Context: an optimization exercise on an open-source flow, tuned for a short achievable clock period and few clock cycles per item. The choices shown serve that exercise and are no tape-out recipe. Only simulation tests tie the RTL to the original design; equivalence was not proved. No activity file was given, so power comes from the tool's default toggle rates.

== lane 1 ==
Design zmips_top, start of the top module:
module zmips_top
(
    input  logic            clk,
    input  logic            rst,
    input  logic [XLEN-1:0] i_data,
    output logic [XLEN-1:0] i_addr,
    output logic [XLEN-1:0] d_addr,
    output logic [XLEN-1:0] d_wdata,
    output logic            d_wr
);
    logic [XLEN-1:0]   id_instr;
    logic              id_valid, id_pred;
    logic [PCW-1:0]    id_pc, id_btb_pc, id_pc_inc, alt_d, alt_e;
    logic              btb_wr;
    logic              id_lp, lp_upd, lp_fill_res, lp_taken;
    logic [BTB_N-1:0]  id_hit_oh, lp_oh;
    logic              lp_upd_d, lp_fill_res_d, lp_taken_d;
    logic [BTB_N-1:0]  lp_oh_d, ex_lp_oh;
    logic              ex_br_sense, ex_lp_trk;
    logic [PCW-1:0]    btb_wr_pc, btb_wr_tgt;
    logic              mis_d, mis_e;
    logic [31:0][XLEN-1:0] regs;
    logic [31:0]       id_sa_reg, id_sa_reg_n, id_sb_reg, id_sb_reg_n;
    logic              id_sa_w, id_sa_e, id_sa_imm, id_sb_w, id_sb_e;
    logic              d_wr_next;
    logic [REG_AW-1:0] d_dest;
    logic [XLEN-1:0]   ex_a, ex_b, ex_bx, ex_y;
    logic              ex_op_pass, ex_op_and, ex_op_or, ex_op_xor, ex_op_arith;
    logic              ex_op_sll, ex_op_srl, ex_op_sra;
    logic [4:0]        ex_shamt, ex_shamt_n;
    logic              ex_cin_one;
    logic [REG_AW-1:0] ex_dest;
    logic              ex_wr_reg, ex_store, ex_wr_z, ex_wr_c, ex_wr_n;
    logic              ex_br, ex_br_k, ex_br_always;
    logic [1:0]        ex_br_cc;
    logic [PCW-1:0]    ex_br_alt;
    logic              flag_z, flag_c, flag_n;
    logic [XLEN-1:0]   wb_data;
    logic [REG_AW-1:0] wb_addr;
    logic              wb_wr;
    zmips_fetch u_fetch (
        .clk, .rst, .mis_d, .alt_d, .mis_e, .alt_e,
        .btb_wr, .btb_wr_pc, .btb_wr_tgt, .i_data, .i_addr,
        .id_instr, .id_valid, .id_pred, .id_pc, .id_btb_pc, .id_pc_inc,
        .d_wr_next, .d_dest, .ex_wr_reg, .ex_dest,
        .id_sa_reg, .id_sa_reg_n, .id_sa_w, .id_sa_e, .id_sa_imm,
        .id_sb_reg, .id_sb_reg_n, .id_sb_w, .id_sb_e,
        .id_lp, .id_hit_oh, .lp_upd, .lp_fill_res, .lp_taken, .lp_oh
    );
    zmips_control u_control (
        .clk, .rst, .id_instr, .id_valid, .id_pred, .id_pc, .id_btb_pc, .id_pc_inc,
  ...
clock: 10.5 ns
lec_check: 0
cap_margin: 20
core_margin: 2
core_utilization: 40
slew_margin: 20
standard.sh (not shown) runs the stock make flow with config.mk's settings and CLKGATE_MAP_FILE= SYNTH_SCRIPT=/design/flow/synth_recipe.tcl, a recipe that flattens the netlist after the stock synthesis.
==> flow/flow/run.sh <==
#!/bin/bash
export ADDER_MAP_FILE=
export SETUP_SLACK_MARGIN=7.0
export BUFFER_PORTS_ARGS="-buffer_cell sky130_fd_sc_hd__buf_4"
bash standard.sh > standard.log 2>&1
Testbench counts of lane 1, summed over its fixed seeds: cycles 41,312, instrs 37,437.
#### Input delta (lane 2 over lane 1)
--- a/flow/design.v
+++ b/flow/design.v
@@ -278,19 +278,19 @@
     logic              wr_f, fr, k, st, st_raw, use_reg, defer, bogus, full;
     logic              m_reg;
     logic [PCW-1:0]    br_tgt;
     logic              sub;
     logic [XLEN-1:0]   a_reg, b_reg, a_next, b_next;
     logic [REG_AW-1:0] dest;
     assign valid   = id_valid & ~mis_e;
     assign is_r    = valid & ~id_instr[31];
     assign is_imm  = id_instr[30];
-    assign is_b    = valid & (id_instr[31:30] == FMT_I);
+    assign is_b    = valid & (id_instr[31:30] == FMT_I) & (id_instr[25:0] != '0);
     assign cc      = id_instr[27:26];
     assign is_cond = is_b & (cc != 2'd3);
     assign code    = is_imm ? 4'b0000 : {id_instr[26], id_instr[5:3]};
     assign dest    = is_imm ? 5'd0 : id_instr[15:11];
     assign sub     = (code == 4'b0101);
     assign d_wr_next = is_r & id_instr[28];
     assign d_dest    = dest;
     always_comb
     begin
Results
Changes observed in lane 2 relative to lane 1: design internal power was more or less identical; area after synthesis was more or less identical; fraction of layout instances using a drive strength above 1 went down by 0.69 points; global routing usage on met3 went down by 0.74 points.
Clock skew is higher on lane 2
Total of clock buffers placed in the layout: lane 2 vs lane 1 down 25
Fraction of area in registers: lane 2 vs lane 1 up 0.16 points
Portion of total power attributed to the clock network, lane 2 and lane 1: larger value in lane 2
Lane 2 ended up with a higher wire length than lane 1 did.
Lane 1 vs lane 2, critical path start-end classification: reg2out vs reg2reg
Against lane 1, lane 2 reports a maximum ir drop on the vdd rail that is higher.
Comparing lane 2 with lane 1, the die footprint came out essentially unchanged.
Relative to lane 1, non-clock buffer count decreased by 5.6% in lane 2.
Compared with lane 1, lane 2 shows a instance count of the mapped netlist that is 0.99% lower.
Cell area (higher): lane 1
Testbench counts of lane 2, summed over its fixed seeds: cycles 40,420, instrs 37,437.

[separate check: timing with driven ports]
No port has a modelled driver above. Below, the same layouts with a new extraction and two added sets of constraints. Step 1 assumes that a clkbuf_16 drives the clock port and a buf_2 every other input. Step 2, shift: input delay + t, output delay - t, t = (earliest + latest rising clock arrival at the registers) / 2. This alone moves slack from input paths to output paths. Three values: no drivers, after step 1, after step 2; two values: the first two.
| run | shift t [ns] | setup WS [ns] | hold slack, ns |
|---|---|---|---|
| lane 1 | 1.008 | 6.903 / 6.801 / 6.123 | 0.327 / 0.327 / 0.327 |
| lane 2 | 0.990 | 6.906 / 6.836 / 5.972 | 0.327 / 0.327 / 0.327 |
After both steps setup and hold are still met in every run listed. The setup slack of lane 2, which loses most, moves by -0.070 ns with the drivers and by -0.934 ns with both steps.
